What follows belongs to an exercise in optimizing a design on an open flow for small area and a short achievable clock period; a production flow would make more cautious choices. RTL that was checked went through simulation tests only; none was proved equivalent to the original. Power is estimated from default activity; no workload was simulated.

== PW ==
Design sb_top, start of the top module:
module sb_top (
    input  logic        clk,
    input  logic        rst,
    input  logic        inst_valid,
    input  logic [31:0] inst,
    input  logic [3:0]  fu_done,      
    output logic        issue_ok,
    output logic [18:0] read,
    output logic [8:0]  wb
);
    localparam int N = 4;
    logic [4:0] alu_op;
    logic [4:0] rd, rs1, rs2;
    logic       has_rd, has_rs2;
    logic [N-1:0]        busy_q;
    logic [N-1:0]        done_q;
    logic [N-1:0]        r1_q;       
    logic [N-1:0]        r2_q;
    logic [N-1:0]        took_q;     
    logic [N-1:0]        war_q;      
    logic [4:0]          dst0_q, dst2_q, dst3_q;
    logic [N-1:0][4:0]   s1_q;
    logic [4:0]          s20_q, s22_q, s23_q;
    logic [4:0]          mreg_q;     
    logic [N-1:0][4:0]   dst_v;      
    logic [N-1:0][4:0]   s2_v;
    logic [N-1:0][4:0]   dcmp;       
    logic [N-1:0][4:0]   s2cmp;      
    logic [N-1:0]        s2ok;
    logic [N-1:0][N-1:0] m1_q;       
    logic [N-1:0][N-1:0] m2_q;
    logic [4:0]          op_alu_q;
    logic [3:0]          op_mem_q;
    logic [1:0]          op_mul_q;
    logic [1:0]          op_div_q;
    logic [N-1:0] dnz, e1, e2, f1, f2, fire;
    logic [N-1:0] rg, wg, wake1, wake2, rk1, rk2, war_n;
    logic         war_new;
    logic         w1_new, w2_new, rdnz;
    inst_decoder decoder_i (
        .inst    (inst),
        .alu_op  (alu_op),
        .rd      (rd),
        .rs1     (rs1),
        .rs2     (rs2),
        .has_rd  (has_rd),
        .has_rs2 (has_rs2)
    );
    issue_check issue_i (
        .inst       (inst),
        .inst_valid (inst_valid),
        .busy       (busy_q),
        .dst        (dst_v),
        .issue_ok   (issue_ok),
        .fire       (fire)
    );
    read_dispatch read_i (
        .r1     (r1_q),
        .r2     (r2_q),
        .op_alu (op_alu_q),
  ...
Size: roughly 120 flip-flops, roughly 68 I/O pins, ~6400 um^2 of cells after synthesis.
Settings: LEC_CHECK=0, CAP_MARGIN=20, CORE_MARGIN=2, CORE_UTILIZATION=40, SETUP_SLACK_MARGIN=2.0, SLEW_MARGIN=20; clock period 5.5 ns.
standard.sh (not shown) runs the stock make flow with config.mk's settings and CLKGATE_MAP_FILE= SYNTH_SCRIPT=/design/flow/synth_recipe.tcl, a recipe that flattens the netlist after the stock synthesis.
==> flow/flow/run.sh <==
#!/bin/bash
set -euo pipefail
P=sky130_fd_sc_hd__
DU=""
for c in probe_p_8 probec_p_8 lpflow_bleeder_1 \
         lpflow_clkbufkapwr_1 lpflow_clkbufkapwr_16 lpflow_clkbufkapwr_2 lpflow_clkbufkapwr_4 lpflow_clkbufkapwr_8 \
         lpflow_clkinvkapwr_1 lpflow_clkinvkapwr_16 lpflow_clkinvkapwr_2 lpflow_clkinvkapwr_4 lpflow_clkinvkapwr_8 \
         lpflow_decapkapwr_12 lpflow_decapkapwr_3 lpflow_decapkapwr_4 lpflow_decapkapwr_6 lpflow_decapkapwr_8 \
         lpflow_inputiso0n_1 lpflow_inputiso0p_1 lpflow_inputiso1n_1 lpflow_inputiso1p_1 lpflow_inputisolatch_1 \
         lpflow_isobufsrc_1 lpflow_isobufsrc_16 lpflow_isobufsrc_2 lpflow_isobufsrc_4 lpflow_isobufsrc_8 \
         lpflow_isobufsrckapwr_16 lpflow_lsbuf_lh_hl_isowell_tap_1 lpflow_lsbuf_lh_hl_isowell_tap_2 \
         lpflow_lsbuf_lh_hl_isowell_tap_4 lpflow_lsbuf_lh_isowell_4 lpflow_lsbuf_lh_isowell_tap_1 \
         lpflow_lsbuf_lh_isowell_tap_2 lpflow_lsbuf_lh_isowell_tap_4 \
         or3_1 or3_2 or3_4 or3b_1 or3b_2 or3b_4 or4_1 or4_2 or4_4 or4b_1 or4b_2 or4b_4 \
         or4bb_1 or4bb_2 or4bb_4 o41a_1 o41a_2 o41a_4 o41ai_1 o41ai_2 o41ai_4 \
         a2111o_1 a2111o_2 a2111o_4 a2111oi_0 a2111oi_1 a2111oi_2 a2111oi_4 \
         o2111a_1 o2111a_2 o2111a_4 o2111ai_1 o2111ai_2 o2111ai_4 a41o_1 a41o_2 a41o_4; do
  DU="$DU $P$c"
done
DU="${DU# }"
BP="-buffer_cell ${P}buf_2"
CTS="-sink_clustering_enable -repair_clock_nets -tree_buf ${P}clkbuf_8 -buf_list {${P}clkbuf_8} -root_buf ${P}clkbuf_16 -sink_clustering_buffer ${P}clkbuf_8"
bash standard.sh DONT_USE_CELLS="$DU" BUFFER_PORTS_ARGS="$BP" CTS_ARGS="$CTS" finish > standard.log 2>&1
Changes in JK relative to PW:
-- flow/design.v --
<<< PW, line 110
module writeback_select (
    input  logic [3:0]   done,
    input  logic [3:0]   war,
    input  logic [19:0]  dst,        
    output logic [3:0]   wg,
    output logic [8:0]   wb
);
    logic [3:0] wreq;
    assign wreq  = done & ~war;
    assign wg[0] = wreq[0];
>>> JK, line 110
module writeback_select (
    input  logic [3:0]   done,
    input  logic [3:0]   r1,
    input  logic [3:0]   r2,
    input  logic [15:0]  m1,
    input  logic [15:0]  m2,
    input  logic [19:0]  dst,        
    output logic [3:0]   wg,
    output logic [8:0]   wb
);
    logic [3:0] war;
    logic [3:0] wreq;
    always_comb begin
        for (int u = 0; u < 4; u++) begin
            war[u] = 1'b0;
            for (int j = 0; j < 4; j++) begin
                if (j != u) war[u] = war[u] || (r1[j] && m1[4*j+u]) || (r2[j] && m2[4*j+u]);
            end
        end
    end
    assign wreq  = done & ~war;
    assign wg[0] = wreq[0];
<<< PW, line 148
    logic [N-1:0]        r2_q;
    logic [N-1:0]        took_q;     
    logic [N-1:0]        war_q;      
    logic [4:0]          dst0_q, dst2_q, dst3_q;
    logic [N-1:0][4:0]   s1_q;
>>> JK, line 160
    logic [N-1:0]        r2_q;
    logic [N-1:0]        took_q;     
    logic [4:0]          dst0_q, dst2_q, dst3_q;
    logic [N-1:0][4:0]   s1_q;
<<< PW, line 165
    logic [1:0]          op_div_q;
    logic [N-1:0] dnz, e1, e2, f1, f2, fire;
    logic [N-1:0] rg, wg, wake1, wake2, rk1, rk2, war_n;
    logic         war_new;
    logic         w1_new, w2_new, rdnz;
    inst_decoder decoder_i (
>>> JK, line 176
    logic [1:0]          op_div_q;
    logic [N-1:0] dnz, e1, e2, f1, f2, fire;
    logic [N-1:0] rg, wg, wake1, wake2;
    logic         w1_new, w2_new, rdnz;
    inst_decoder decoder_i (
<<< PW, line 199
    writeback_select wb_i (
        .done (done_q),
        .war  (war_q),
        .dst  (dst_v),
        .wg   (wg),
>>> JK, line 209
    writeback_select wb_i (
        .done (done_q),
        .r1   (r1_q),
        .r2   (r2_q),
        .m1   (m1_q),
        .m2   (m2_q),
        .dst  (dst_v),
        .wg   (wg),
<<< PW, line 244
            wake2[j] = wake2[j] && !r2_q[j] && !took_q[j];
        end
    end
    assign rk1 = r1_q & ~rg & ~wg;
    assign rk2 = r2_q & ~rg & ~wg;
    assign war_new = |((rk1 & f1) | (rk2 & f2));
    always_comb begin
        for (int u = 0; u < N; u++) begin
            war_n[u] = 1'b0;
            for (int j = 0; j < N; j++) begin
                if (j != u) war_n[u] = war_n[u] || (rk1[j] && m1_q[j][u]) || (rk2[j] && m2_q[j][u]);
            end
            if (!busy_q[u]) war_n[u] = war_new;
        end
    end
    always_ff @(posedge clk) begin
        war_q <= war_n;
    end
    assign w1_new = |(busy_q & e1 & ~wg);
>>> JK, line 257
            wake2[j] = wake2[j] && !r2_q[j] && !took_q[j];
        end
    end
    assign w1_new = |(busy_q & e1 & ~wg);
Results
- The flow did not stop early for JK: all stages ran, and the layout cleared the timing, DRC and antenna checks.
- Relative to PW, JK improves total wirelength of the detailed-routed design.
- Looking at layout net count, JK sits about 3.7% lower than PW does.
- In JK, via count is lower than in PW.
- The share of the synthesized area in compound gates (AO/OA/AOI/OAI) in JK sits 1.4 points below the value recorded for PW.
- Number of antenna violations at the first check in global routing came out exactly the same in PW and JK.
- JK vs PW, total global-route track usage went down by 1.4 points.
- Between JK and PW, it is JK whose combinational logic power is lower, by 29%.
- Compared with PW, JK shows a lower register-to-register slack.
- Between JK and PW, it is JK whose wire length on met1 is lower, by about 4.6%.
- Taking PW as the reference point, the total power of JK falls by about 20%.
- Changes observed in JK relative to PW: sequential share of layout area grew by 0.67 points, worst slack after detailed placement shrank by 0.028 ns.
Only the layout flow was run in PW; the RTL was not checked for function there.

[static timing again, ports no longer ideal]
In the flow no input, the clock included, has a driving cell. The finished layouts below were timed again as built, in two steps. Step 1, drivers: a clkbuf_16 drives clk and a buf_2 each remaining input, both assumed. Step 2 moves the port delays by t, midway between the first and last clock arrival at a register: inputs arrive t later, outputs are due t later. That takes back most of the time a late clock gives input paths. Slacks: ideal ports / drivers / drivers and shift; pairs: ideal ports / drivers.
run | t, ns | slack for setup (ns) | worst setup path at the end | worst slew at a driven data input, ns | pins driven straight from the clock port
PW | 0.412 | 1.906 / 1.883 / 1.883 | input to output | 0.03 | 1
JK | 0.404 | 1.916 / 1.877 / 1.877 | input to output | 0.06 | 1
After both steps every run listed still meets setup and hold. The setup slack of JK, which loses most, moves by -0.039 ns with the drivers and by -0.039 ns with both steps.
